What follows belongs to an exercise in optimizing a design on an open flow for small area, a short achievable clock period and few clock cycles per item; a production flow would make more cautious choices. Function was checked by simulation only, so behaviour that the tests miss may differ from the original. No activity file was given, so power comes from the tool's default toggle rates.

<file path="config.mk">
export PLATFORM = sky130hd
export DESIGN_NAME = averaged_sensor_range_event_unit
export DESIGN_NICKNAME = averaged_sensor_range_event_unit
export VERILOG_FILES = /design/flow/design.v
export SDC_FILE = /design/flow/constraint.sdc
export NUM_CORES = 4
export LEC_CHECK = 0
export CAP_MARGIN = 20
export CORE_MARGIN = 2
export CORE_UTILIZATION = 40
export SLEW_MARGIN = 20
</file>
<file path="constraint.sdc">
create_clock -name core_clock -period 12.0 [get_ports {clk}]
set_input_delay 2.4000 -clock core_clock [delete_from_list [all_inputs] [get_ports {clk}]]
set_output_delay 2.4000 -clock core_clock [all_outputs]
set_load 0.01 [all_outputs]
</file>
<file path="design.v">
package asre_pkg;
  localparam int SAMPLE_W    = 16;
  localparam int CFG_INDEX_W = 2;
  localparam int CFG_DATA_W  = 16;
  typedef logic signed [SAMPLE_W-1:0] sample_t;
  typedef logic        [SAMPLE_W-1:0] delta_t;
  typedef enum logic [CFG_INDEX_W-1:0] {
    REG_DELTA_THRESHOLD = 2'd0,
    REG_UPPER_LIMIT     = 2'd1,
    REG_LOWER_LIMIT     = 2'd2
  } cfg_index_t;
  localparam delta_t  DELTA_THRESHOLD_RESET = '0;
  localparam sample_t UPPER_LIMIT_RESET     = 16'sh7FFF;
  localparam sample_t LOWER_LIMIT_RESET     = 16'sh8000;
endpackage
module asre_avg_div_a (
  input  logic [20:0] acc_i,    
  output logic [20:0] y1_o
);
  logic neg;
  assign neg  = (acc_i < 21'd983043);            
  assign y1_o = acc_i + {4'b0, acc_i[20:4]} + {16'b0, neg, neg, neg, 2'b0};
endmodule
module asre_avg_div_b (
  input  logic [20:0] y1_i,
  output logic [15:0] avg_o
);
  logic [20:0] y3;
  assign y3    = y1_i + {8'b0, y1_i[20:8]} + {16'b0, y1_i[20:16]};
  assign avg_o = {~y3[20], y3[19:5]};
endmodule
module averaged_sensor_range_event_unit #(
  parameter int AVERAGE_COUNT = 10
) (
  input  logic                                      clk,
  input  logic                                      rst_n,
  input  logic                                      in_valid,
  output logic                                      in_ready,
  input  logic signed [asre_pkg::SAMPLE_W-1:0]      in_sample,
  output logic                                      out_valid,
  input  logic                                      out_ready,
  output logic signed [asre_pkg::SAMPLE_W-1:0]      out_reported_value,
  output logic                                      out_range_event,
  input  logic                                      cfg_we,
  input  logic [asre_pkg::CFG_INDEX_W-1:0]          cfg_index,
  input  logic [asre_pkg::CFG_DATA_W-1:0]           cfg_wdata
);
  localparam int SAMPLE_W = asre_pkg::SAMPLE_W;
  localparam logic [asre_pkg::CFG_INDEX_W-1:0] REG_DELTA_THRESHOLD = asre_pkg::REG_DELTA_THRESHOLD;
  localparam logic [asre_pkg::CFG_INDEX_W-1:0] REG_UPPER_LIMIT     = asre_pkg::REG_UPPER_LIMIT;
  localparam logic [asre_pkg::CFG_INDEX_W-1:0] REG_LOWER_LIMIT     = asre_pkg::REG_LOWER_LIMIT;
  localparam logic        [SAMPLE_W-1:0] DELTA_THRESHOLD_RESET = asre_pkg::DELTA_THRESHOLD_RESET;
  localparam logic signed [SAMPLE_W-1:0] UPPER_LIMIT_RESET     = asre_pkg::UPPER_LIMIT_RESET;
  localparam logic signed [SAMPLE_W-1:0] LOWER_LIMIT_RESET     = asre_pkg::LOWER_LIMIT_RESET;
  logic        [SAMPLE_W-1:0] delta_thr_r;
  logic signed [SAMPLE_W-1:0] upper_r;
  logic signed [SAMPLE_W-1:0] lower_r;
  logic                       adv;
  logic                       k_valid;
  logic signed [SAMPLE_W-1:0] k_sample;
  logic                       a_valid, b_valid, c_valid;
  logic signed [SAMPLE_W-1:0] a_sample, b_sample, c_sample;
  logic                       b_first, c_first, b_end, c_end, c_range;
  logic                       seen_a;
  logic                       out_valid_r;
  logic signed [SAMPLE_W-1:0] held_r, held_nxt;
  logic                       event_r, event_nxt;
  logic [3:0]  cnt_r;
  logic        start_r, end_r;
  logic [20:0] acc_r, acc_nxt, a_add;
  logic        a_first, a_acc;
  logic [20:0] y1_nxt, y1_r;
  logic [15:0] avg;
  logic signed [SAMPLE_W+1:0] dp, dn;
  logic                       hit;
  assign adv      = !out_valid_r || out_ready;
  assign in_ready = !k_valid;
  assign out_valid          = out_valid_r;
  assign out_reported_value = held_r;
  assign out_range_event    = event_r;
  assign a_first = !seen_a;
  assign a_acc   = a_valid && !a_first;
  assign a_add   = a_acc ? {{(21-SAMPLE_W){a_sample[SAMPLE_W-1]}}, a_sample} : 21'd0;
  assign acc_nxt = ((a_acc && start_r) ? 21'd983043 : acc_r) + a_add + {a_add[19:0], 1'b0};
  asre_avg_div_a u_div_a (
    .acc_i (acc_r),
    .y1_o  (y1_nxt)
  );
  asre_avg_div_b u_div_b (
    .y1_i  (y1_r),
    .avg_o (avg)
  );
  always_comb begin
    dp  = {{2{c_sample[SAMPLE_W-1]}}, c_sample} - {{2{held_r[SAMPLE_W-1]}}, held_r}
        - {2'b0, delta_thr_r};
    dn  = {{2{held_r[SAMPLE_W-1]}}, held_r} - {{2{c_sample[SAMPLE_W-1]}}, c_sample}
        - {2'b0, delta_thr_r};
    hit = (!dp[SAMPLE_W+1] || !dn[SAMPLE_W+1]) && c_range;
    held_nxt  = held_r;
    event_nxt = event_r;
    if (c_valid) begin
      event_nxt = 1'b0;
      if (c_first || hit) begin
        held_nxt  = c_sample;
        event_nxt = 1'b1;
      end else if (c_end) begin
        held_nxt  = avg;
      end
    end
  end
  always_ff @(posedge clk) begin
    if (!rst_n) begin
      delta_thr_r <= DELTA_THRESHOLD_RESET;
      upper_r     <= UPPER_LIMIT_RESET;
      lower_r     <= LOWER_LIMIT_RESET;
      k_valid     <= 1'b0;
      a_valid     <= 1'b0;
      b_valid     <= 1'b0;
      c_valid     <= 1'b0;
      out_valid_r <= 1'b0;
      seen_a      <= 1'b0;
      cnt_r       <= '0;
      start_r     <= 1'b1;
      end_r       <= 1'b0;
    end else begin
      if (cfg_we) begin
        case (cfg_index)
          REG_DELTA_THRESHOLD: delta_thr_r <= cfg_wdata;
          REG_UPPER_LIMIT:     upper_r     <= cfg_wdata;
          REG_LOWER_LIMIT:     lower_r     <= cfg_wdata;
          default: ;
        endcase
      end
      if (adv) begin
        k_valid     <= 1'b0;
        a_valid     <= k_valid || in_valid;
        b_valid     <= a_valid;
        c_valid     <= b_valid;
        out_valid_r <= c_valid;
        seen_a      <= seen_a || a_valid;
        if (a_acc) begin
          cnt_r   <= end_r ? 4'd0 : cnt_r + 4'd1;
          start_r <= end_r;
          end_r   <= (cnt_r == 4'd8);
        end
      end else if (in_valid) begin
        k_valid <= 1'b1;
      end
    end
  end
  always_ff @(posedge clk) begin
    if (!k_valid) begin
      k_sample <= in_sample;
    end
    if (adv) begin
      a_sample <= k_valid ? k_sample : in_sample;
      b_sample <= a_sample;
      c_sample <= b_sample;
      b_first  <= a_first;
      c_first  <= b_first;
      b_end    <= end_r;
      c_end    <= b_end;
      c_range  <= (b_sample >= upper_r) || (b_sample <= lower_r);
      y1_r     <= y1_nxt;
      acc_r    <= acc_nxt;
      held_r   <= held_nxt;
      event_r  <= event_nxt;
    end
  end
endmodule
</file>
<file path="flow/run.sh">
#!/bin/bash
set -euo pipefail
bash standard.sh \
  SETUP_SLACK_MARGIN=8.5 \
  "BUFFER_PORTS_ARGS=-buffer_cell sky130_fd_sc_hd__buf_4" \
  finish > standard.log 2>&1
</file>
<file path="standard.sh">
#!/bin/bash
# synth_recipe.tcl (not shown) runs the flow's synth.tcl, then flattens the netlist and writes it again
# the make line also repeats each setting of config.mk as NAME=value (left out here)
make -C /OpenROAD-flow-scripts/flow DESIGN_CONFIG=/design/flow/config.mk WORK_HOME=/design/flow/orfs CLKGATE_MAP_FILE= SYNTH_SCRIPT=/design/flow/synth_recipe.tcl "${@:-finish}"
</file>
==> results of run 1 <==
-- worst min-delay path by stage --
stage	depth (start not counted)	endpoint	startpoint
global route	0	b_sample[14]$_DFFE_PN_	a_sample[14]$_DFFE_PN_
detailed placement	0	c_first$_DFFE_PN_	b_first$_DFFE_PN_
CTS	0	b_sample[14]$_DFFE_PN_	a_sample[14]$_DFFE_PN_
finish	0	b_sample[14]$_DFFE_PN_	a_sample[14]$_DFFE_PN_
global placement	0	c_first$_DFFE_PN_	b_first$_DFFE_PN_
floorplan	0	c_end$_DFFE_PN_	b_end$_DFFE_PN_
-- what timing repair did --
action | in CTS | in global routing
hold buffers | 0 | 0
buffers inserted | 25 | 17
gates resized for setup | 42 | 46
endpoints found under the setup margin | 119 | 55
gates cloned | 2 | 2
pin swaps | 21 | 23
-- critical path: cells and delay by family, from the launching register on --
kind	cells	cell delay, ps
buffers and inverters	1	160
adders and majority gates	2	840
DFF	1	460
AOI/OAI and AO/OA	7	1300
and+or+nand+nor	3	560
-- Yosys cell counts (4+ instances only) --
cell type,number
a21boi_0,34
o31ai_1,4
and3_1,20
nand2_1,118
mux2_2,17
o21bai_1,7
nor3_1,11
xor2_1,9
dfxtp_1,76
and4_1,6
o21ai_0,43
nand3_1,18
a211oi_1,10
a21o_1,27
or3_1,8
xnor2_1,27
nand2b_1,12
o211ai_1,20
o21a_1,15
mux2i_1,5
o21ai_1,6
nand4_1,11
and2_1,17
ha_1,145
inv_1,124
clkbuf_1,23
nor2b_1,16
nor2_1,29
fa_1,52
a41oi_1,4
edfxtp_1,112
a21oi_1,59
nor4_1,4
nor3b_1,8
a31oi_1,8
-- cells by family (layout without fill, tap and decap cells) --
group	count (synthesis)	count (layout)	share of synthesized area, %
mux	24	24	2.23
buf+inv	150	259	4.75
fa+ha+maj	197	197	23.5
simple gates	289	291	12.1
compound gates	264	265	14.7
xor+xnor	36	36	2.59
flops	188	188	40.2
-- registers in the layout, indices dropped and copies added, names as in the netlist, 4 cells and up --
register and count:
k_sample 16, delta_thr_r 16, cnt_r 4, a_sample 16, c_sample 16, b_sample 16, lower_r 16, y1_r 21
held_r 16, upper_r 16, acc_r 21
-- area by class of cell --
type / count / area (µm²)
inverter: 125 / 474
clock buffer: 20 / 479
tap: 390 / 488
clock inverter: 12 / 134
timing repair buffer: 102 / 865
multi-input combinational: 813 / 7020
fill: 2721 / 15400
sequential: 188 / 4900
-- power by group --
group	switching, mW	internal (mW)	leakage [nW]
logic	0.922	0.794	4.10
clock network	0.278	0.304	0.299
registers	0.103	0.851	1.78
total	1.30	1.95	6.18
-- stage by stage --
stage	setup WS, ps	instances	total power [mW]	utilization, %
floorplan	8360	1148	2.05	-
detailed placement	7270	1572	2.43	43.7
finish	8440	1650	3.25	48.2
CTS	8260	1631	3.17	47.0
global placement	7300	1572	2.41	43.7
global route	8280	1650	3.51	48.2
-- per-layer routing --
metal / vias to the layer above / wire (µm) / GRT usage (%)
met2: 179 / 12900 / 29.6
li1: 4290 / - / -
met5: - / 0 / 0
met4: 0 / 654 / 6.06
met1: 4084 / 13900 / 26.7
met3: 43 / 1050 / 2.20
-- cells in the final DEF (no fill, tap or decap), types with 8 or more instances in the layout --
| cell type | instances |
|---|---|
| and2_1 | 15 |
| nand3_1 | 17 |
| o21ai_0 | 36 |
| nor2b_1 | 14 |
| mux2_2 | 17 |
| xor2_1 | 9 |
| nor2_1 | 29 |
| nand4_1 | 11 |
| nor3_1 | 11 |
| fa_1 | 50 |
| a21o_1 | 27 |
| dfxtp_1 | 71 |
| clkbuf_16 | 19 |
| ha_1 | 138 |
| inv_1 | 120 |
| buf_4 | 88 |
| a21oi_1 | 55 |
| xnor2_1 | 26 |
| and3_1 | 20 |
| nand2_1 | 114 |
| o21ai_1 | 8 |
| o21a_1 | 14 |
| o211ai_1 | 20 |
| nand2b_1 | 11 |
| edfxtp_1 | 112 |
| buf_6 | 11 |
| a21boi_0 | 34 |
==> summary.txt, run 1 <==
r2r worst-path depth=13; Syn Area/Cell=10.6 µm²; worst slew pin tran=757 ps; dominant cell type by area after synthesis=edfxtp_1; Die Ht=178 µm; largest net degree at the start of global routing=61; status=no timing/DRC/antenna violations; Reg-to-Reg End=y1_r[19]$_DFFE_PN_; fin crit share=29.7%; RD Place Congestion=0.829; clk latency of the worst-skew pair=440 ps; slowest stage cell, crit path=fa_1; Fin. Hold Viols=0; crit path from=acc_r[5]$_DFFE_PN_; Post-route DRC=0; Post-synth EDFFs=112; FP Rows=63; clock sink total=188; Design Area, Final=14400 µm²; CP max stage delay=480 ps; htree depth=4; Worst setup EP type=flip-flop; Crit Path Class=flip-flop to flip-flop; crit path to=y1_r[19]$_DFFE_PN_; layout cells sized above 1=17.5%; static leakage=6.18 nW; Ys Warns=1; Async SR Flop Fraction=0%; pwr dens=226 nW/µm²; Total GRT Usage=18.7%; Die Wd=178 µm; crit path cell chain=nor4_2, nand4_1, a41o_1, fa_1, buf_4, fa_2, nor2b_4, o31a_1, o21ai_2, a31oi_4, a21boi_4, o211a_1, a311o_1; Clock Tree Buf Depth=2; max_slew headroom=49.6%; mean routed wirelength per cell=17.3 µm; initial antenna violation count=0; DP HPWL=21400 µm; number of global-route vias before repair=8548; die footprint=31800 µm²; MaxCap Viol Count=0; Synth Flop Type=edfxtp_1; detailed-route wire length=28500 µm; CTS root buffer=clkbuf_16; first-pass GRT wire length=45800 µm; Netlist cell types=66; Post-DRT Antenna Nets=0; drt pass-1 iters=5; max-slew violation count=0; critical path peak fanout=4; FF-to-FF setup slack=8440 ps; Worst EP required=12180 ps; Core Region=29800 µm²; Hold Slack=447 ps; main area contributors after synthesis=edfxtp_1 28%, ha_1 15%, dfxtp_1 13%; reg-to-reg critical path startpoint=acc_r[5]$_DFFE_PN_; fin nets=1483; Final TNS setup=0 ps; Iter 0 DRT Violations=589; via count=8596; Starting Density=40.8%; Syn Nets=1384; Min-Delay Path Class=flip-flop to flip-flop; input/output buffers=57; fin crit period=3560 ps; peak supply drop=141 µV; sequential fraction of the synthesis area=40.2%; Data arrival, critical path=3750 ps; Syn Inst Count=1148; crit start category=flip-flop; Worst Skew=12.4 ps; synthesized area=12200 µm²; n_diodes=0; Synth top area share=27.7%; CTS buffer count=17; vias per inst=5.21; boundary pin count=58; fmax=0.281 GHz; unrepaired setup endpoints after global routing=yes; endpoints failing setup=0; register clock-pin slew on the reported worst setup and hold paths=80 ps; number of synthesized register bits=188; grt ovf=0; Synth-to-Final Area Change=18.2%; CTS tree=yes; Placed Area=13000 µm²
Testbench counts, summed over its fixed seeds: cycles 16,032, items 16,000.
==> inputs of run 2 (changes only) <==
--- a/config.mk
+++ b/config.mk
@@ -6,4 +6,5 @@
 export NUM_CORES = 4
 export LEC_CHECK = 0
+export ABC_AREA = 1
 export CAP_MARGIN = 20
 export CORE_MARGIN = 2
==> summary.txt, run 2 <==
FP Rows=65 (was 63); worst slew pin tran=574 ps (was 757 ps); CTS root buffer=clkbuf_16 (unchanged); CTS buffer count=17 (unchanged); simple-gate portion of the synthesized area=17.5% (was 12.1%); fin crit period=3450 ps (was 3560 ps); peak supply drop=137 µV (was 141 µV); clock network fraction of total power=15.7% (was 17.9%); Min-Delay Path Class=flip-flop to flip-flop (unchanged); DP HPWL=23400 µm (was 21400 µm); dominant cell type by area after synthesis=edfxtp_1 (unchanged); crit start category=flip-flop (unchanged); crit path buf inv count=1 (unchanged); Iter 0 DRT Violations=544 (was 589); die footprint=33000 µm² (was 31800 µm²); number of synthesized register bits=188 (unchanged); Placed Area=13500 µm² (was 13000 µm²); initial antenna violation count=0 (unchanged); commonest non-fill, non-tap cell in the layout=nand2_1 (was ha_1); Post-route DRC=0 (unchanged); input/output buffers=57 (unchanged); register clock-pin slew on the reported worst setup and hold paths=80 ps (about the same); max-slew violation count=0 (unchanged); status=no timing/DRC/antenna violations (unchanged); endpoints failing setup=0 (unchanged); Clock Tree Buf Depth=2 (unchanged); post-synthesis mux area share=0% (was 2.23%); most frequent cell after synthesis=nand2_1 (was ha_1); Final TNS setup=0 ps (unchanged); Worst Skew=14.5 ps (was 12.4 ps); Fin. Hold Viols=0 (unchanged); n_diodes=0 (unchanged); Int Power=1.96 mW (was 1.95 mW); Compound-Gate Fraction of Synth Area=10.3% (was 14.7%); layout cells sized above 1=10.4% (was 17.5%); Worst EP required=9600 ps (was 12180 ps); synthesized area=12600 µm² (was 12200 µm²); Worst setup EP type=output port (was flip-flop); crit path cell chain=buf_4 (was nor4_2, nand4_1, a41o_1, fa_1, buf_4, fa_2, nor2b_4, o31a_1, o21ai_2, a31oi_4, a21boi_4, o211a_1, a311o_1); grt ovf=0 (unchanged); sequential fraction of the synthesis area=38.7% (was 40.2%); first-pass GRT wire length=47300 µm (was 45800 µm); Syn Nets=1686 (was 1384); Async SR Flop Fraction=0% (unchanged); clock sink total=188 (unchanged); fin nets=1767 (was 1483); Synth Flop Type=edfxtp_1 (unchanged); fin crit share=28.8% (was 29.7%); fillcell total=3022 (was 2721); detailed-route wire length=29300 µm (was 28500 µm); Post-Synth Adder-Cell Area=22.6% (was 23.5%); slowest stage cell, crit path=edfxtp_1 (was fa_1); CP max stage delay=440 ps (was 480 ps); static leakage=6.94 nW (was 6.18 nW); via count=9640 (was 8596); Post-synth EDFFs=112 (unchanged); CP delay by family, top=flip-flops (was compound AO/OA/AOI/OAI gates); htree depth=4 (unchanged); pwr dens=249 nW/µm² (was 226 nW/µm²); Ys Warns=1 (unchanged); mean routed wirelength per cell=15.0 µm (was 17.3 µm); main area contributors after synthesis=edfxtp_1 27%, ha_1 14%, dfxtp_1 12% (was edfxtp_1 28%, ha_1 15%, dfxtp_1 13%); Synth top area share=26.6% (was 27.7%); Netlist cell types=45 (was 66); commonest cells after routing, fill and taps aside=321 x nand2_1, 222 x inv_1, 142 x ha_1 (was 138 x ha_1, 120 x inv_1, 114 x nand2_1); Net Sw Power=1.65 mW (was 1.30 mW); Starting Density=40.3% (was 40.8%); Post-Synth XOR/XNOR Area=3.26% (was 2.59%); biggest regs=acc_r (21), y1_r (21) (unchanged); RD Place Congestion=0.862 (was 0.829); Crit Path Class=flip-flop to output port (was flip-flop to flip-flop); Syn Area/Cell=8.71 µm² (was 10.6 µm²); CTS Hold Bufs=0 (unchanged); largest net degree at the start of global routing=79 (was 61); Logic pwr share=56.6% (was 52.8%); Met1 Wirelength=14200 µm (was 13900 µm); Switching Fraction=45.6% (was 40.1%); critical path peak fanout=3 (was 4); number of global-route vias before repair=9324 (was 8548); Synth-to-Final Area Change=14.5% (was 18.2%); Total GRT Usage=18.1% (was 18.7%); fmax=0.290 GHz (was 0.281 GHz); max_slew headroom=61.7% (was 49.6%); highest routed layer=met4 (unchanged); largest family of logic cells by synthesized area=adder cells (unchanged); CTS tree=yes (unchanged); Core Region=31300 µm² (was 29800 µm²); unrepaired setup endpoints after global routing=yes (unchanged); drt pass-1 iters=5 (unchanged); list of most frequent post-synthesis cells=325 x nand2_1, 229 x inv_1, 145 x ha_1, 112 x edfxtp_1, 103 x a21oi_1 (was 145 x ha_1, 124 x inv_1, 118 x nand2_1, 112 x edfxtp_1, 76 x dfxtp_1); total length of routed met2 wires=13800 µm (was 12900 µm); clk latency of the worst-skew pair=440 ps (about the same); Post-DRT Antenna Nets=0 (unchanged); Die Ht=182 µm (was 178 µm); MaxCap Viol Count=0 (unchanged); Tot Pwr=3.61 mW (was 3.25 mW); vias per inst=4.95 (was 5.21); Design Area, Final=14500 µm² (was 14400 µm²); power share of the sequential group=27.7% (was 29.4%); boundary pin count=58 (unchanged); Data arrival, critical path=1050 ps (was 3750 ps); Die Wd=182 µm (was 178 µm); met3 WL=869 µm (was 1050 µm); Syn Inst Count=1450 (was 1148)
## run 2: changes by cell type in the layout (fill, tap and decap cells not counted), sizes merged, moves of 16 or more
cell and delta:
o21ai +20, a21boi -34, and3 -19, nor2 +72, nand2 +210, nor2b -16
xor2 +20, a21oi +46, mux2 -19, buf -17, inv +105, nand3 +43
## run 2: worst paths after layout
check / start / endpoint / slack [ps] / cells past startpoint
max: held_r[3]$_DFFE_PP_ / out_reported_value[3] / 8550 / 1
min: b_first$_DFFE_PN_ / c_first$_DFFE_PN_ / 430 / 0
max reg2reg: acc_r[13]$_DFFE_PN_ / y1_r[16]$_DFFE_PN_ / 8580 / 17
min reg2reg: b_first$_DFFE_PN_ / c_first$_DFFE_PN_ / 430 / 0
## run 2: power groups by stage
stage	sequential, mW	combinational, mW	clock (mW)
after CTS	1.00	1.87	0.577
final	1.00	2.04	0.565
after global routing	1.01	2.31	0.605
after global placement	1.01	1.82	0
after detailed placement	1.02	1.84	0
after floorplan	0.958	1.42	0
## run 2: per-layer routing
layer	up-vias	GRT usage [%]
met5	-	0
met2	169	30.1
li1	4948	-
met4	0	5.20
met1	4497	25.2
met3	26	1.85
## run 2: cell families after synthesis
| logic type | Yosys count |
|---|---|
| buf+inv | 255 |
| compound gates | 230 |
| xor+xnor | 47 |
| fa+ha+maj | 197 |
| flops | 188 |
| simple gates | 533 |
## run 2: cell type report
cell class / count / area [µm²] / share of cell area [%]
tap: 402 / 503 / 3.48
inverter: 232 / 887 / 6.13
multi-input combinational: 1007 / 6940 / 47.9
timing repair inverter: 1 / 5.00 / 0.0346
clock buffer: 18 / 429 / 2.97
clock inverter: 14 / 164 / 1.13
sequential: 188 / 4890 / 33.8
timing repair buffer: 84 / 654 / 4.52
## run 2: per-stage QoR
stage	std cells	utilization, %	setup WS (ps)	hold slack, ps
floorplan	1450	-	7600	400
detailed placement	1888	43.1	7880	418
global placement	1888	43.1	7910	403
global route	1946	46.2	8350	441
CTS	1926	45.3	8490	437
finish	1946	46.2	8550	433
## run 2: timing repair
item,4_1_cts,5_1_grt
gates resized for setup,17,31
pin swaps,0,20
cloned,0,1
buffers inserted,6,19
endpoints found under the hold margin,0,0
endpoints found under the setup margin,119,121
==> inputs of run 3 (changes only) <==
==> flow/run.sh (replaced) <==
#!/bin/bash
set -euo pipefail
bash standard.sh \
  SETUP_SLACK_MARGIN=9.2 \
  "BUFFER_PORTS_ARGS=-buffer_cell sky130_fd_sc_hd__buf_4" \
  finish > standard.log 2>&1
==> summary.txt, run 3 <==
status=no timing/DRC/antenna violations (unchanged); crit start category=flip-flop (unchanged); DP Cell Count=1887 (was 1888); Post-synth EDFFs=112 (unchanged); number of global-route vias before repair=10500 (was 9324); Final TNS setup=0 ps (unchanged); grt ovf=0 (unchanged); initial antenna violation count=0 (unchanged); Post-DRT Antenna Nets=0 (unchanged); Met1 Wirelength=15600 µm (was 14200 µm); Iter 0 DRT Violations=781 (was 544); Switching Fraction=45.4% (was 45.6%); Worst EP required=9600 ps (about the same); power share of the sequential group=24.2% (was 27.7%); Hold Slack=436 ps (was 433 ps); static leakage=7.94 nW (was 6.94 nW); endpoints failing setup=0 (unchanged); Min-Delay Path Class=flip-flop to flip-flop (unchanged); Core Region=31300 µm² (unchanged); fmax=0.290 GHz (about the same); dominant cell type by area after synthesis=edfxtp_1 (unchanged); crit path from=held_r[6]$_DFFE_PP_ (was held_r[3]$_DFFE_PP_); Fin. Hold Viols=0 (unchanged); crit path cell chain=buf_6 (was buf_4); largest net degree at the start of global routing=54 (was 79); met3 WL=1360 µm (was 869 µm); Net Sw Power=1.89 mW (was 1.65 mW); Ys Warns=1 (unchanged); fin crit share=28.8% (about the same); vias per inst=5.15 (was 4.95); Worst Skew=17.9 ps (was 14.5 ps); Synth Flop Type=edfxtp_1 (unchanged); Synth top area share=26.6% (unchanged); clock sink total=188 (unchanged); Total GRT Usage=21.2% (was 18.1%); commonest non-fill, non-tap cell in the layout=nand2_1 (unchanged); FP Rows=65 (unchanged); via count=10600 (was 9640); FF-to-FF setup slack=8690 ps (was 8580 ps); synthesized area=12600 µm² (unchanged); RD Place Congestion=0.863 (was 0.862); Int Power=2.28 mW (was 1.96 mW); fin crit period=3450 ps (about the same); CTS buffer count=17 (unchanged); CP max stage delay=460 ps (was 440 ps); Worst setup EP type=output port (unchanged); fillcell total=2630 (was 3022); CTS root buffer=clkbuf_16 (unchanged); critical path peak fanout=3 (unchanged); Post-route DRC=0 (unchanged); register clock-pin slew on the reported worst setup and hold paths=80 ps (about the same); layout cells sized above 1=27.3% (was 10.4%); peak supply drop=181 µV (was 137 µV); Die Ht=182 µm (unchanged); slowest stage cell, crit path=edfxtp_1 (unchanged); commonest cells after routing, fill and taps aside=275 x nand2_1, 207 x inv_1, 126 x ha_1 (was 321 x nand2_1, 222 x inv_1, 142 x ha_1); input/output buffers=57 (unchanged); clk latency of the worst-skew pair=440 ps (about the same); Async SR Flop Fraction=0% (unchanged); MaxCap Viol Count=0 (unchanged); crit path buf inv count=1 (unchanged); Data arrival, critical path=1050 ps (about the same); Starting Density=40.3% (unchanged); sequential fraction of the synthesis area=38.7% (unchanged); Clock Tree Buf Depth=2 (unchanged); highest routed layer=met4 (unchanged); detailed-route wire length=35400 µm (was 29300 µm); list of most frequent post-synthesis cells=325 x nand2_1, 229 x inv_1, 145 x ha_1, 112 x edfxtp_1, 103 x a21oi_1 (unchanged); total length of routed met2 wires=17600 µm (was 13800 µm); Netlist cell types=45 (unchanged); DP HPWL=23500 µm (was 23400 µm); max-slew violation count=0 (unchanged); worst slew pin tran=1150 ps (was 574 ps); reg-to-reg critical path startpoint=acc_r[15]$_DFFE_PN_ (was acc_r[13]$_DFFE_PN_); most frequent cell after synthesis=nand2_1 (unchanged); n_diodes=0 (unchanged); CP delay by family, top=flip-flops (unchanged); mean routed wirelength per cell=17.2 µm (was 15.0 µm); die footprint=33000 µm² (unchanged); min-delay src=b_end$_DFFE_PN_ (was b_first$_DFFE_PN_); drt pass-1 iters=5 (unchanged); Syn Nets=1686 (unchanged); CTS tree=yes (unchanged); pwr dens=240 nW/µm² (was 249 nW/µm²); first-pass GRT wire length=55100 µm (was 47300 µm); Crit Path Class=flip-flop to output port (unchanged); max_slew headroom=22.9% (was 61.7%); clock network fraction of total power=13.9% (was 15.7%); biggest regs=acc_r (21), y1_r (21) (unchanged); unrepaired setup endpoints after global routing=yes (unchanged); Die Wd=182 µm (unchanged); CTS Hold Bufs=0 (unchanged); boundary pin count=58 (unchanged); number of synthesized register bits=188 (unchanged); fin nets=1877 (was 1767); Synth-to-Final Area Change=37.1% (was 14.5%); Syn Area/Cell=8.71 µm² (unchanged); Logic pwr share=61.9% (was 56.6%); Syn Inst Count=1450 (unchanged); htree depth=4 (unchanged); Non-Filler Instances=2056 (was 1946); main area contributors after synthesis=edfxtp_1 27%, ha_1 14%, dfxtp_1 12% (unchanged); Finished Core Util=55.3% (was 46.2%)
==> run 3: cell counts after synthesis <==
No cell type changed its count.
==> run 3: final timing paths <==
path	endpoint	depth (start not counted)
setup reg to reg	y1_r[12]$_DFFE_PN_	18
hold / removal	c_end$_DFFE_PN_	0
setup / recovery	out_reported_value[6]	1
hold reg to reg	c_end$_DFFE_PN_	0
==> run 3: area by class of cell <==
| class | instances | area [µm²] | area share (%) |
|---|---|---|---|
| clock buffers | 17 | 425 | 2.46 |
| clock inverters | 15 | 190 | 1.10 |
| inverters | 232 | 940 | 5.43 |
| multi-input cells | 1013 | 8090 | 46.7 |
| flip-flops and latches | 188 | 4900 | 28.3 |
| well taps | 402 | 503 | 2.90 |
| repair buffers | 184 | 2220 | 12.8 |
| repair inverters | 5 | 56.3 | 0.325 |
==> run 3: cell families (layout without fill, tap and decap cells) <==
family	count (synthesis)	count (layout)	synth area share (%)
simple gates	533	539	17.5
buf+inv	255	453	7.70
compound gates	230	230	10.3
fa+ha+maj	197	197	22.6
flops	188	188	38.7
xor+xnor	47	47	3.26
==> run 3: metrics by stage <==
step                      total power [mW]  worst slack [ps]  cell area (µm²)
after detailed placement              2.94              7830            13600
after floorplan                       2.47              7600            12900
final                                 4.17              8550            17300
after global routing                  4.49              8520            17300
after global placement                2.92              7870            13600
after CTS                             3.89              8510            16400
==> run 3: power by group through the flow <==
stage	clock [mW]	combinational (mW)	sequential, mW
floorplan	0	1.51	0.960
global placement	0	1.90	1.02
detailed placement	0	1.92	1.02
CTS	0.588	2.29	1.01
global route	0.613	2.86	1.02
finish	0.580	2.58	1.01
==> run 3: timing repair <==
action                                 in CTS  in global routing
pin swaps                                  67                 82
setup endpoints to repair                 244                234
gates cloned                               28                  3
gates resized for setup                   250                145
buffers inserted                           70                 36
endpoints found under the hold margin       0                  0
==> run 3: routing by layer <==
| layer | GRT usage, % | vias up |
|---|---|---|
| li1 | - | 5190 |
| met1 | 28.3 | 5092 |
| met2 | 36.6 | 265 |
| met3 | 2.27 | 45 |
| met4 | 5.85 | 0 |
| met5 | 0 | - |
==> inputs of run 4 (changes only) <==
==> flow/run.sh (replaced) <==
#!/bin/bash
set -euo pipefail
bash standard.sh \
  SETUP_SLACK_MARGIN=8.5 \
  "BUFFER_PORTS_ARGS=-buffer_cell sky130_fd_sc_hd__buf_4" \
  finish > standard.log 2>&1
--- a/config.mk
+++ b/config.mk
@@ -9,4 +9,4 @@
 export CAP_MARGIN = 20
 export CORE_MARGIN = 2
-export CORE_UTILIZATION = 40
+export CORE_UTILIZATION = 72
 export SLEW_MARGIN = 20
==> summary.txt, run 4 <==
status=no timing/DRC/antenna violations (unchanged); clock sink total=188 (unchanged); Worst EP required=9600 ps (about the same); r2r worst-path depth=17 (was 18); CTS buffer count=17 (unchanged); dominant cell type by area after synthesis=edfxtp_1 (unchanged); Total GRT Usage=33.1% (was 21.2%); Tot Pwr=3.63 mW (was 4.17 mW); critical path peak fanout=3 (unchanged); FP Rows=48 (was 65); Hold Slack=424 ps (was 436 ps); Worst setup EP type=output port (unchanged); via count=10100 (was 10600); Ys Warns=1 (unchanged); max-slew violation count=0 (unchanged); Crit Path Class=flip-flop to output port (unchanged); Starting Density=73.3% (was 40.3%); CTS tree=yes (unchanged); biggest regs=acc_r (21), y1_r (21) (unchanged); RD Place Congestion=1.00 (was 0.863); list of most frequent post-synthesis cells=325 x nand2_1, 229 x inv_1, 145 x ha_1, 112 x edfxtp_1, 103 x a21oi_1 (unchanged); MaxCap Viol Count=0 (unchanged); Non-Filler Instances=1765 (was 2056); mean routed wirelength per cell=17.0 µm (was 17.2 µm); Clock Tree Buf Depth=2 (unchanged); Min-Delay Path Class=flip-flop to flip-flop (unchanged); Final TNS setup=0 ps (unchanged); commonest cells after routing, fill and taps aside=322 x nand2_1, 224 x inv_1, 143 x ha_1 (was 275 x nand2_1, 207 x inv_1, 126 x ha_1); Netlist cell types=45 (unchanged); number of global-route vias before repair=9637 (was 10500); Post-DRT Antenna Nets=0 (unchanged); Die Ht=136 µm (was 182 µm); Synth Flop Type=edfxtp_1 (unchanged); most frequent cell after synthesis=nand2_1 (unchanged); synthesized area=12600 µm² (unchanged); DP Cell Count=1711 (was 1887); first-pass GRT wire length=47000 µm (was 55100 µm); CP max stage delay=470 ps (was 460 ps); Syn Area/Cell=8.71 µm² (unchanged); register clock-pin slew on the reported worst setup and hold paths=80 ps (about the same); worst slew pin tran=662 ps (was 1150 ps); Worst Skew=15.8 ps (was 17.9 ps); static leakage=6.96 nW (was 7.94 nW); fin crit period=3480 ps (was 3450 ps); Syn Nets=1686 (unchanged); boundary pin count=58 (unchanged); vias per inst=5.70 (was 5.15); detailed-route wire length=30000 µm (was 35400 µm); number of synthesized register bits=188 (unchanged); endpoints failing setup=0 (unchanged); peak supply drop=211 µV (was 181 µV); unrepaired setup endpoints after global routing=yes (unchanged); Iter 0 DRT Violations=704 (was 781); n_diodes=0 (unchanged); fin nets=1763 (was 1877); fmax=0.288 GHz (was 0.290 GHz); Syn Inst Count=1450 (unchanged); fillcell total=1044 (was 2630); crit path buf inv count=1 (unchanged); CTS root buffer=clkbuf_16 (unchanged); layout cells sized above 1=9.74% (was 27.3%); max_slew headroom=55.9% (was 22.9%); Core Region=17200 µm² (was 31300 µm²); slowest stage cell, crit path=edfxtp_1 (unchanged); commonest non-fill, non-tap cell in the layout=nand2_1 (unchanged); Fin. Hold Viols=0 (unchanged); htree depth=4 (unchanged); largest net degree at the start of global routing=92 (was 54); Crit. path cell count=1 (unchanged); grt ovf=0 (unchanged); input/output buffers=57 (unchanged); drt pass-1 iters=5 (unchanged); clk latency of the worst-skew pair=450 ps (was 440 ps); sequential fraction of the synthesis area=38.7% (unchanged); Post-synth EDFFs=112 (unchanged); main area contributors after synthesis=edfxtp_1 27%, ha_1 14%, dfxtp_1 12% (unchanged); hold path cells=0 (unchanged); Finished Core Util=82.7% (was 55.3%); fin crit share=29.0% (was 28.8%); CP delay by family, top=flip-flops (unchanged); Synth-to-Final Area Change=12.8% (was 37.1%); Synth top area share=26.6% (unchanged); Data arrival, critical path=1080 ps (was 1050 ps); initial antenna violation count=0 (unchanged); crit path cell chain=buf_6 (unchanged); die footprint=18600 µm² (was 33000 µm²); pwr dens=255 nW/µm² (was 240 nW/µm²); CTS Hold Bufs=0 (unchanged); crit start category=flip-flop (unchanged); Die Wd=136 µm (was 182 µm); DP HPWL=22400 µm (was 23500 µm); Async SR Flop Fraction=0% (unchanged); Post-route DRC=0 (unchanged)
[run 4: stage by stage]
step / worst slack [ps] / instance area (µm²)
4_1_cts: 8340 / 14000
3_3_place_gp: 8010 / 13300
6_report: 8520 / 14200
2_1_floorplan: 7600 / 12600
5_1_grt: 8360 / 14200
3_5_place_dp: 7880 / 13300
[run 4: final cells by class]
| cell class | instances | area (µm²) | share of cell area, % |
|---|---|---|---|
| repair buffers | 81 | 639 | 4.49 |
| inverters | 232 | 892 | 6.26 |
| flip-flops and latches | 188 | 4890 | 34.3 |
| well taps | 225 | 282 | 1.98 |
| clock buffers | 17 | 425 | 2.99 |
| clock inverters | 15 | 230 | 1.62 |
| multi-input cells | 1007 | 6890 | 48.4 |
[run 4: repair_timing]
action	CTS	global route
setup buffers	6	16
pin swaps	0	8
endpoints found under the setup margin	128	42
resized for setup	15	26
[run 4: power breakdown]
group	internal, mW	switching [mW]	leakage, nW
registers	0.874	0.122	1.78
logic	0.770	1.26	4.86
clock network	0.311	0.295	0.314
total	1.95	1.68	6.96
[run 4: logic make-up after synthesis]
family                   synth area share (%)
AO/OA/AOI/OAI                            10.3
buffers and inverters                    7.70
flip-flops                               38.7
adder cells (fa/ha/maj)                  22.6
AND/OR/NAND/NOR                          17.5
XOR/XNOR                                 3.26
[run 4: per-layer routing]
layer | vias up | part of all wire, % | global-route usage (%)
met5 | - | 0 | 0
met4 | 0 | 3.0 | 12.0
met3 | 70 | 6.3 | 5.37
met2 | 389 | 49 | 56.0
met1 | 4680 | 42 | 43.1
li1 | 4930 | - | -
[run 4: worst paths after layout]
kind	startpoint	to	slack, ps
worst min-delay path	b_end$_DFFE_PN_	c_end$_DFFE_PN_	420
worst min register to register	b_end$_DFFE_PN_	c_end$_DFFE_PN_	420
worst max-delay path	held_r[10]$_DFFE_PP_	out_reported_value[10]	8520
worst max register to register	acc_r[2]$_DFFE_PN_	y1_r[16]$_DFFE_PN_	8600
==> inputs of run 5 (changes only) <==
--- a/config.mk
+++ b/config.mk
@@ -9,4 +9,4 @@
 export CAP_MARGIN = 20
 export CORE_MARGIN = 2
-export CORE_UTILIZATION = 72
+export CORE_UTILIZATION = 60
 export SLEW_MARGIN = 20
==> summary.txt, run 5 <==
status=no timing/DRC/antenna violations (unchanged); largest net degree at the start of global routing=77 (was 92); main area contributors after synthesis=edfxtp_1 27%, ha_1 14%, dfxtp_1 12% (unchanged); pwr dens=251 nW/µm² (was 255 nW/µm²); Netlist cell types=45 (unchanged); Switching Fraction=46.2% (about the same); reg-to-reg critical path startpoint=acc_r[6]$_DFFE_PN_ (was acc_r[2]$_DFFE_PN_); Worst setup EP type=output port (unchanged); fmax=0.286 GHz (was 0.288 GHz); CTS root buffer=clkbuf_16 (unchanged); n_diodes=0 (unchanged); DP HPWL=22300 µm (was 22400 µm); Async SR Flop Fraction=0% (unchanged); Fin. Hold Viols=0 (unchanged); Synth-to-Final Area Change=12.9% (was 12.8%); commonest cells after routing, fill and taps aside=321 x nand2_1, 226 x inv_1, 144 x ha_1 (was 322 x nand2_1, 224 x inv_1, 143 x ha_1); total length of routed met2 wires=13400 µm (was 14700 µm); Worst Skew=23.0 ps (was 15.8 ps); FP Rows=53 (was 48); crit start category=flip-flop (unchanged); unrepaired setup endpoints after global routing=yes (unchanged); endpoints failing setup=0 (unchanged); clock network fraction of total power=16.9% (was 16.7%); static leakage=6.95 nW (was 6.96 nW); crit path from=held_r[11]$_DFFE_PP_ (was held_r[10]$_DFFE_PP_); Hold Slack=436 ps (was 424 ps); initial antenna violation count=0 (unchanged); CTS tree=yes (unchanged); via count=9567 (was 10100); register area=4890 µm² (unchanged); Synth Flop Type=edfxtp_1 (unchanged); Int Power=1.92 mW (was 1.95 mW); number of synthesized register bits=188 (unchanged); Iter 0 DRT Violations=439 (was 704); clock sink total=188 (unchanged); fin nets=1763 (unchanged); Post-synth EDFFs=112 (unchanged); first-pass GRT wire length=45500 µm (was 47000 µm); commonest non-fill, non-tap cell in the layout=nand2_1 (unchanged); Die Ht=149 µm (was 136 µm); peak supply drop=150 µV (was 211 µV); max-slew violation count=0 (unchanged); Logic pwr share=55.2% (was 55.9%); sequential fraction of the synthesis area=38.7% (unchanged); MaxCap Viol Count=0 (unchanged); layout cells sized above 1=9.48% (was 9.74%); worst slew pin tran=675 ps (was 662 ps); Data arrival, critical path=1090 ps (was 1080 ps); RD Place Congestion=0.921 (was 1.00); htree depth=4 (unchanged); vias per inst=5.27 (was 5.70); Clock Tree Buf Depth=2 (unchanged); Final TNS setup=0 ps (unchanged); biggest regs=acc_r (21), y1_r (21) (unchanged); dominant cell type by area after synthesis=edfxtp_1 (unchanged); highest routed layer=met4 (unchanged); Die Wd=149 µm (was 136 µm); most frequent cell after synthesis=nand2_1 (unchanged); area of the multi-input gates=6870 µm² (was 6890 µm²); register clock-pin slew on the reported worst setup and hold paths=90 ps (was 80 ps); power share of the sequential group=27.9% (was 27.4%); Crit Path Class=flip-flop to output port (unchanged); boundary pin count=58 (unchanged); CP delay by family, top=flip-flops (unchanged); clk latency of the worst-skew pair=450 ps (about the same); Met1 Wirelength=13200 µm (was 12500 µm); Synth top area share=26.6% (unchanged); Min-Delay Path Class=flip-flop to flip-flop (unchanged); critical path peak fanout=3 (unchanged); Worst EP required=9600 ps (about the same); input/output buffers=57 (unchanged); fillcell total=1725 (was 1044); grt ovf=0 (unchanged); crit path cell chain=buf_6 (unchanged); Total GRT Usage=26.1% (was 33.1%); min-delay src=a_sample[14]$_DFFE_PN_ (was b_end$_DFFE_PN_); Net Sw Power=1.65 mW (was 1.68 mW); met3 WL=1060 µm (was 1880 µm); list of most frequent post-synthesis cells=325 x nand2_1, 229 x inv_1, 145 x ha_1, 112 x edfxtp_1, 103 x a21oi_1 (unchanged); Ys Warns=1 (unchanged); Syn Inst Count=1450 (unchanged); mean routed wirelength per cell=15.6 µm (was 17.0 µm); CTS buffer count=17 (unchanged); drt pass-1 iters=5 (unchanged); CP max stage delay=480 ps (was 470 ps); Post-DRT Antenna Nets=0 (unchanged); die footprint=22200 µm² (was 18600 µm²); Syn Nets=1686 (unchanged); fin crit period=3490 ps (was 3480 ps); slowest stage cell, crit path=edfxtp_1 (unchanged); fin crit share=29.1% (was 29.0%); detailed-route wire length=28300 µm (was 30000 µm); synthesized area=12600 µm² (unchanged); Starting Density=60.7% (was 73.3%); Core Region=20800 µm² (was 17200 µm²); max_slew headroom=55.0% (was 55.9%); number of global-route vias before repair=9124 (was 9637); Post-route DRC=0 (unchanged); Syn Area/Cell=8.71 µm² (unchanged); crit path buf inv count=1 (unchanged)
==> run 5: cell counts after synthesis <==
No cell type changed its count.
==> run 5: final timing paths <==
kind	cells past startpoint	to	slack, ps
worst min-delay path	0	b_sample[14]$_DFFE_PN_	440
worst max-delay path	1	out_reported_value[11]	8510
worst min register to register	0	b_sample[14]$_DFFE_PN_	440
worst max register to register	17	y1_r[16]$_DFFE_PN_	8580
==> run 5: logic make-up after synthesis <==
family                   after synthesis  synth area share, %
XOR/XNOR                              47                 3.26
buffers and inverters                255                 7.70
adder cells (fa/ha/maj)              197                 22.6
AND/OR/NAND/NOR                      533                 17.5
AO/OA/AOI/OAI                        230                 10.3
flip-flops                           188                 38.7
==> run 5: final cells by class <==
class	instances	area share, %
clock buffer	17	2.98
clock inverter	15	1.55
timing repair buffer	80	4.38
sequential	188	34.3
multi-input combinational	1007	48.1
inverter	232	6.23
tap	275	2.41
timing repair inverter	1	0.0351
==> run 5: routing by layer <==
metal / vias to the layer above / global-route usage (%)
met3: 35 / 3.06
met2: 195 / 42.2
met4: 0 / 8.57
met5: - / 0
li1: 4930 / -
met1: 4407 / 37.0
==> run 5: timing repair <==
item / CTS / global route
setup endpoints to repair: 117 / 114
cloned: 0 / 1
pin swaps: 1 / 2
gates resized for setup: 19 / 14
buffers inserted: 7 / 14
hold buffers: 0 / 0
==> run 5: power by group through the flow <==
| stage | combinational, mW | sequential, mW | clock, mW |
|---|---|---|---|
| floorplan | 1.42 | 0.958 | 0 |
| global placement | 1.83 | 1.01 | 0 |
| detailed placement | 1.85 | 1.01 | 0 |
| CTS | 1.90 | 0.997 | 0.615 |
| global route | 2.24 | 1.01 | 0.638 |
| finish | 1.97 | 0.996 | 0.605 |
==> run 5: through the flow <==
stage	utilization (%)	cell area, µm²	total power [mW]	worst slack (ps)	std cells
floorplan	-	12600	2.38	7600	1450
global placement	64.0	13300	2.84	7920	1761
detailed placement	64.0	13300	2.86	7900	1761
CTS	67.7	14100	3.51	8480	1800
global route	68.5	14300	3.89	8350	1815
finish	68.5	14300	3.57	8510	1815
==> inputs of run 6 (changes only) <==
--- a/config.mk
+++ b/config.mk
@@ -9,4 +9,6 @@
 export CAP_MARGIN = 20
 export CORE_MARGIN = 2
-export CORE_UTILIZATION = 60
+export CORE_UTILIZATION = 40
+export CTS_CLUSTER_DIAMETER = 120
+export CTS_CLUSTER_SIZE = 40
 export SLEW_MARGIN = 20
==> summary.txt, run 6 <==
static leakage=6.94 nW (was 6.95 nW); Iter 0 DRT Violations=544 (was 439); met3 Usage GRT=1.85% (was 3.06%); sequential fraction of the synthesis area=38.7% (unchanged); unrepaired setup endpoints after global routing=yes (unchanged); clk latency of the worst-skew pair=440 ps (was 450 ps); Clock Tree Buf Depth=2 (unchanged); FP Rows=65 (was 53); number of global-route vias before repair=9324 (was 9124); commonest cells after routing, fill and taps aside=321 x nand2_1, 222 x inv_1, 142 x ha_1 (was 321 x nand2_1, 226 x inv_1, 144 x ha_1); fillcell total=3022 (was 1725); Placed Area=13500 µm² (was 13300 µm²); Netlist cell types=45 (unchanged); CTS Hold Bufs=0 (unchanged); CP delay by family, top=flip-flops (unchanged); fin crit period=3450 ps (was 3490 ps); worst slew pin tran=574 ps (was 675 ps); GRT met1 Usage=25.2% (was 37.0%); fmax=0.290 GHz (was 0.286 GHz); input/output buffers=57 (unchanged); Ys Warns=1 (unchanged); grt ovf=0 (unchanged); register clock-pin slew on the reported worst setup and hold paths=80 ps (was 90 ps); Syn Nets=1686 (unchanged); Design Area, Final=14500 µm² (was 14300 µm²); Starting Density=40.3% (was 60.7%); dominant cell type by area after synthesis=edfxtp_1 (unchanged); clock sink total=188 (unchanged); crit path cell chain=buf_4 (was buf_6); Finished Core Util=46.2% (was 68.5%); crit start category=flip-flop (unchanged); fin nets=1767 (was 1763); Syn Area/Cell=8.71 µm² (unchanged); Post-DRT Antenna Nets=0 (unchanged); CTS buffer count=17 (unchanged); status=no timing/DRC/antenna violations (unchanged); MaxCap Viol Count=0 (unchanged); Fin. Hold Viols=0 (unchanged); max_slew headroom=61.7% (was 55.0%); Crit Path Class=flip-flop to output port (unchanged); Final TNS setup=0 ps (unchanged); synthesized area=12600 µm² (unchanged); crit path buf inv count=1 (unchanged); n_diodes=0 (unchanged); Syn Inst Count=1450 (unchanged); first-pass GRT wire length=47300 µm (was 45500 µm); Non-Filler Instances=1946 (was 1815); GRT busiest layer=met2 (unchanged); boundary pin count=58 (unchanged); list of most frequent post-synthesis cells=325 x nand2_1, 229 x inv_1, 145 x ha_1, 112 x edfxtp_1, 103 x a21oi_1 (unchanged); Synth Flop Type=edfxtp_1 (unchanged); biggest regs=acc_r (21), y1_r (21) (unchanged); Core Region=31300 µm² (was 20800 µm²); Total GRT Usage=18.1% (was 26.1%); mean routed wirelength per cell=15.0 µm (was 15.6 µm); max-slew violation count=0 (unchanged); Post-route DRC=0 (unchanged); number of synthesized register bits=188 (unchanged); CP max stage delay=440 ps (was 480 ps); most frequent cell after synthesis=nand2_1 (unchanged); Synth-to-Final Area Change=14.5% (was 12.9%); Min-Delay Path Class=flip-flop to flip-flop (unchanged); layout cells sized above 1=10.4% (was 9.48%); Async SR Flop Fraction=0% (unchanged); via count=9640 (was 9567); main area contributors after synthesis=edfxtp_1 27%, ha_1 14%, dfxtp_1 12% (unchanged); Worst EP required=9600 ps (about the same); CTS tree=yes (unchanged); initial antenna violation count=0 (unchanged); critical path peak fanout=3 (unchanged); CTS root buffer=clkbuf_16 (unchanged); Worst Skew=14.5 ps (was 23.0 ps); DP HPWL=23400 µm (was 22300 µm); Post-synth EDFFs=112 (unchanged); Synth top area share=26.6% (unchanged); endpoints failing setup=0 (unchanged); Tot Pwr=3.61 mW (was 3.57 mW); slowest stage cell, crit path=edfxtp_1 (unchanged); Data arrival, critical path=1050 ps (was 1090 ps); drt pass-1 iters=5 (unchanged); grt met2 use=30.1% (was 42.2%); htree depth=4 (unchanged); pwr dens=249 nW/µm² (was 251 nW/µm²); Worst setup EP type=output port (unchanged); Die Ht=182 µm (was 149 µm); DP Cell Count=1888 (was 1761); detailed-route wire length=29300 µm (was 28300 µm); fin crit share=28.8% (was 29.1%); commonest non-fill, non-tap cell in the layout=nand2_1 (unchanged); Die Wd=182 µm (was 149 µm); vias per inst=4.95 (was 5.27); RD Place Congestion=0.862 (was 0.921); peak supply drop=137 µV (was 150 µV); die footprint=33000 µm² (was 22200 µm²); largest net degree at the start of global routing=79 (was 77)
-- run 6: cell counts after synthesis --
No cell type changed its count.
-- run 6: where the power goes --
part | switching, mW | internal, mW
clock | 0.281 | 0.284
combinational | 1.24 | 0.805
sequential | 0.127 | 0.873
total | 1.65 | 1.96
-- run 6: cell type report --
cell class	count	area, µm²	area share [%]
inverters	232	887	6.13
flip-flops and latches	188	4890	33.8
repair inverters	1	5.00	0.0346
multi-input cells	1007	6940	47.9
well taps	402	503	3.48
repair buffers	84	654	4.52
clock inverters	14	164	1.13
clock buffers	18	429	2.97
-- run 6: metal layers --
metal | routed length, µm | share of wire (%)
met5 | 0 | 0
met1 | 14200 | 48
met4 | 444 | 1.5
met3 | 869 | 3.0
met2 | 13800 | 47
-- run 6: worst paths after layout --
check | start | endpoint | slack, ps | cells after the start
max reg2reg | acc_r[13]$_DFFE_PN_ | y1_r[16]$_DFFE_PN_ | 8580 | 17
min reg2reg | b_first$_DFFE_PN_ | c_first$_DFFE_PN_ | 430 | 0
max | held_r[3]$_DFFE_PP_ | out_reported_value[3] | 8550 | 1
min | b_first$_DFFE_PN_ | c_first$_DFFE_PN_ | 430 | 0
-- run 6: cells by family (layout without fill, tap and decap cells) --
family | Yosys count | count (layout) | synth area share (%)
AOI/OAI and AO/OA | 230 | 230 | 10.3
and+or+nand+nor | 533 | 533 | 17.5
DFF | 188 | 188 | 38.7
buffers and inverters | 255 | 349 | 7.70
adders and majority gates | 197 | 197 | 22.6
xor gates and xnor gates | 47 | 47 | 3.26
-- run 6: what timing repair did --
item | 4_1_cts | 5_1_grt
hold endpoints to repair | 0 | 0
endpoints found under the setup margin | 119 | 121
gates resized for setup | 17 | 31
cloned | 0 | 1
pin swaps | 0 | 20
buffers inserted | 6 | 19
-- run 6: through the flow --
step | setup WS, ps | hold WS (ps)
floorplan | 7600 | 400
CTS | 8490 | 437
global route | 8350 | 441
finish | 8550 | 433
global placement | 7910 | 403
detailed placement | 7880 | 418
==> inputs of run 7 (changes only) <==
==> run.sh (new file) <==
#!/bin/bash
# synth_recipe.tcl (not shown) runs the flow's synth.tcl, then flattens the netlist and writes it again
# the make line also repeats each setting of config.mk as NAME=value (left out here)
make -C /OpenROAD-flow-scripts/flow DESIGN_CONFIG=/design/flow/config.mk WORK_HOME=/design/flow/orfs CLKGATE_MAP_FILE= SYNTH_SCRIPT=/design/flow/synth_recipe.tcl finish
--- a/config.mk
+++ b/config.mk
@@ -6,9 +6,6 @@
 export NUM_CORES = 4
 export LEC_CHECK = 0
-export ABC_AREA = 1
 export CAP_MARGIN = 20
 export CORE_MARGIN = 2
 export CORE_UTILIZATION = 40
-export CTS_CLUSTER_DIAMETER = 120
-export CTS_CLUSTER_SIZE = 40
 export SLEW_MARGIN = 20
removed: flow/run.sh
removed: standard.sh
==> summary.txt, run 7 <==
status=no timing/DRC/antenna violations (unchanged); list of most frequent post-synthesis cells=145 x ha_1, 124 x inv_1, 118 x nand2_1, 112 x edfxtp_1, 76 x dfxtp_1 (was 325 x nand2_1, 229 x inv_1, 145 x ha_1, 112 x edfxtp_1, 103 x a21oi_1); reg-to-reg critical path startpoint=a_valid$_SDFFE_PN0N_ (was acc_r[13]$_DFFE_PN_); via count=8256 (was 9640); CP max stage delay=650 ps (was 440 ps); Post-DRT Antenna Nets=0 (unchanged); sequential fraction of the synthesis area=40.2% (was 38.7%); Die Ht=178 µm (was 182 µm); n_diodes=0 (unchanged); Int Power=1.78 mW (was 1.96 mW); biggest regs=acc_r (21), y1_r (21) (unchanged); Worst EP required=12060 ps (was 9600 ps); Switching Fraction=40.1% (was 45.6%); Die Wd=178 µm (was 182 µm); main area contributors after synthesis=edfxtp_1 28%, ha_1 15%, dfxtp_1 13% (was edfxtp_1 27%, ha_1 14%, dfxtp_1 12%); Placed Area=13100 µm² (was 13500 µm²); commonest cells after routing, fill and taps aside=145 x ha_1, 124 x inv_1, 118 x nand2_1 (was 321 x nand2_1, 222 x inv_1, 142 x ha_1); Post-CTS Setup Inserts=0 (was 6); Hold Slack=430 ps (was 433 ps); CTS root buffer=clkbuf_16 (unchanged); Clock Tree Buf Depth=2 (unchanged); clock network fraction of total power=18.6% (was 15.7%); Net Sw Power=1.19 mW (was 1.65 mW); register clock-pin slew on the reported worst setup and hold paths=80 ps (about the same); vias per inst=5.15 (was 4.95); clock sink total=188 (unchanged); Ys Warns=1 (unchanged); drt pass-1 iters=5 (unchanged); Total GRT Usage=17.7% (was 18.1%); fin nets=1436 (was 1767); crit path from=out_ready (was held_r[3]$_DFFE_PP_); Fin. Hold Viols=0 (unchanged); Logic pwr share=49.0% (was 56.6%); Design Area, Final=13700 µm² (was 14500 µm²); commonest non-fill, non-tap cell in the layout=ha_1 (was nand2_1); pwr dens=217 nW/µm² (was 249 nW/µm²); htree depth=4 (unchanged); Iter 0 DRT Violations=437 (was 544); crit path cell chain=clkdlybuf4s50_1, nand2b_4, and2_1, o21a_1 (was buf_4); fillcell total=2822 (was 3022); power share of the sequential group=32.4% (was 27.7%); min-delay src=b_end$_DFFE_PN_ (was b_first$_DFFE_PN_); die footprint=31800 µm² (was 33000 µm²); max_slew headroom=30.0% (was 61.7%); largest net degree at the start of global routing=67 (was 79); Post-synth EDFFs=112 (unchanged); clk latency of the worst-skew pair=430 ps (was 440 ps); unrepaired setup endpoints after global routing=no (was yes); Netlist cell types=66 (was 45); critical path peak fanout=66 (was 3); Syn Inst Count=1148 (was 1450); boundary pin count=58 (unchanged); Worst setup EP type=flip-flop (was output port); most frequent cell after synthesis=ha_1 (was nand2_1); endpoints failing setup=0 (unchanged); fin crit period=4380 ps (was 3450 ps); layout cells sized above 1=5.03% (was 10.4%); CTS buffer count=17 (unchanged); Worst Skew=12.0 ps (was 14.5 ps); grt ovf=0 (unchanged); fin crit share=36.5% (was 28.8%); Synth-to-Final Area Change=12.8% (was 14.5%); Core Region=29800 µm² (was 31300 µm²); max-slew violation count=0 (unchanged); Final TNS setup=0 ps (unchanged); Data arrival, critical path=4440 ps (was 1050 ps); Starting Density=40.8% (was 40.3%); input/output buffers=57 (unchanged); initial antenna violation count=0 (unchanged); detailed-route wire length=26600 µm (was 29300 µm); number of synthesized register bits=188 (unchanged); post_cts resized=0 (was 17); worst slew pin tran=1050 ps (was 574 ps); MaxCap Viol Count=0 (unchanged); Synth top area share=27.7% (was 26.6%); crit start category=primary input (was flip-flop); slowest stage cell, crit path=nand2b_4 (was edfxtp_1); FP Rows=63 (was 65); Crit Path Class=primary input to flip-flop (was flip-flop to output port); fmax=0.228 GHz (was 0.290 GHz); DP HPWL=21200 µm (was 23400 µm); synthesized area=12200 µm² (was 12600 µm²); first-pass GRT wire length=43400 µm (was 47300 µm); peak supply drop=116 µV (was 137 µV); number of global-route vias before repair=8157 (was 9324); area of the multi-input gates=6710 µm² (was 6940 µm²); Async SR Flop Fraction=0% (unchanged); CTS tree=yes (unchanged); register area=4880 µm² (was 4890 µm²); Syn Area/Cell=10.6 µm² (was 8.71 µm²); RD Place Congestion=0.835 (was 0.862); mean routed wirelength per cell=16.6 µm (was 15.0 µm); Post-route DRC=0 (unchanged); static leakage=5.79 nW (was 6.94 nW); Synth Flop Type=edfxtp_1 (unchanged); Syn Nets=1384 (was 1686); CTS Hold Bufs=0 (unchanged); dominant cell type by area after synthesis=edfxtp_1 (unchanged); FF-to-FF setup slack=7710 ps (was 8580 ps); Min-Delay Path Class=flip-flop to flip-flop (unchanged)
run 7: logic make-up (layout without fill, tap and decap cells):
family / count (synthesis) / in the layout / share of synthesized area, %
AND/OR/NAND/NOR: 289 / 289 / 12.1
AO/OA/AOI/OAI: 264 / 264 / 14.7
adder cells (fa/ha/maj): 197 / 197 / 23.5
flip-flops: 188 / 188 / 40.2
buffers and inverters: 150 / 215 / 4.75
XOR/XNOR: 36 / 36 / 2.59
multiplexers: 24 / 24 / 2.23
run 7: worst paths after layout:
kind	to	cells past startpoint
setup / recovery	held_r[1]$_DFFE_PP_	4
hold / removal	c_end$_DFFE_PN_	0
setup reg to reg	acc_r[19]$_DFFE_PN_	11
hold reg to reg	c_end$_DFFE_PN_	0
run 7: layout make-up:
class                      instances  share of cell area [%]
clock inverter                    11                   0.867
multi-input combinational        810                    48.9
inverter                         125                    3.44
clock buffer                      21                    3.37
sequential                       188                    35.6
timing repair buffer              58                    4.18
tap                              390                    3.56
run 7: power by group through the flow:
stage | clock (mW) | combinational [mW] | sequential, mW
finish | 0.554 | 1.46 | 0.964
global route | 0.586 | 1.65 | 0.979
CTS | 0.565 | 1.46 | 0.966
detailed placement | 0 | 1.45 | 0.980
global placement | 0 | 1.44 | 0.977
floorplan | 0 | 1.12 | 0.927
run 7: critical path: cells and delay by family:
kind	cells	cell delay (ps)
buf+inv	1	450
compound gates	1	640
simple gates	2	930
run 7: through the flow:
stage	instances	power [mW]	setup WS [ps]	utilization [%]
floorplan	1148	2.05	5450	-
global placement	1571	2.41	7160	44.0
detailed placement	1571	2.43	7130	44.0
CTS	1603	2.99	7580	46.0
global route	1603	3.21	7350	46.0
finish	1603	2.98	7620	46.0
run 7: routing by layer:
layer | track usage, % | up-vias | routed length (µm)
li1 | - | 4186 | -
met1 | 25.5 | 3916 | 13600
met2 | 27.8 | 130 | 11800
met3 | 1.90 | 24 | 687
met4 | 5.66 | 0 | 491
met5 | 0 | - | 0

## what the ideal ports hide
Ports are ideal in the flow. The routed layouts listed here were re-timed in OpenROAD. Step 1 sets driving cells, clkbuf_16 on the clock port and buf_2 on the other inputs (assumed; they add their load-dependent delay and slew). Step 2 adds t to the input delays and takes it off the output delays; t is the mean of the earliest and latest rising clock arrival at the registers after step 1. Input paths then give back, and output paths get back, about the clock's delay inside the block. a / b / c = ideal ports / drivers / drivers and shift; a / b = the first two.
run | t, ns | setup slack, ns | worst setup path at the end
run 1 | 0.484 | 8.436 / 8.406 / 8.214 | input to register
run 2 | 0.477 | 8.547 / 8.500 / 8.219 | input to register
run 3 | 0.476 | 8.549 / 8.501 / 8.273 | input to register
run 4 | 0.491 | 8.523 / 8.473 / 8.156 | input to register
run 5 | 0.487 | 8.508 / 8.461 / 8.180 | input to register
run 6 | 0.477 | 8.547 / 8.500 / 8.219 | input to register
run 7 | 0.481 | 7.620 / 7.651 / 7.170 | input to register
After both steps every run listed still meets setup and hold. For run 7, which loses most, drivers alone change the setup slack by +0.031 ns; drivers and shift together by -0.450 ns.
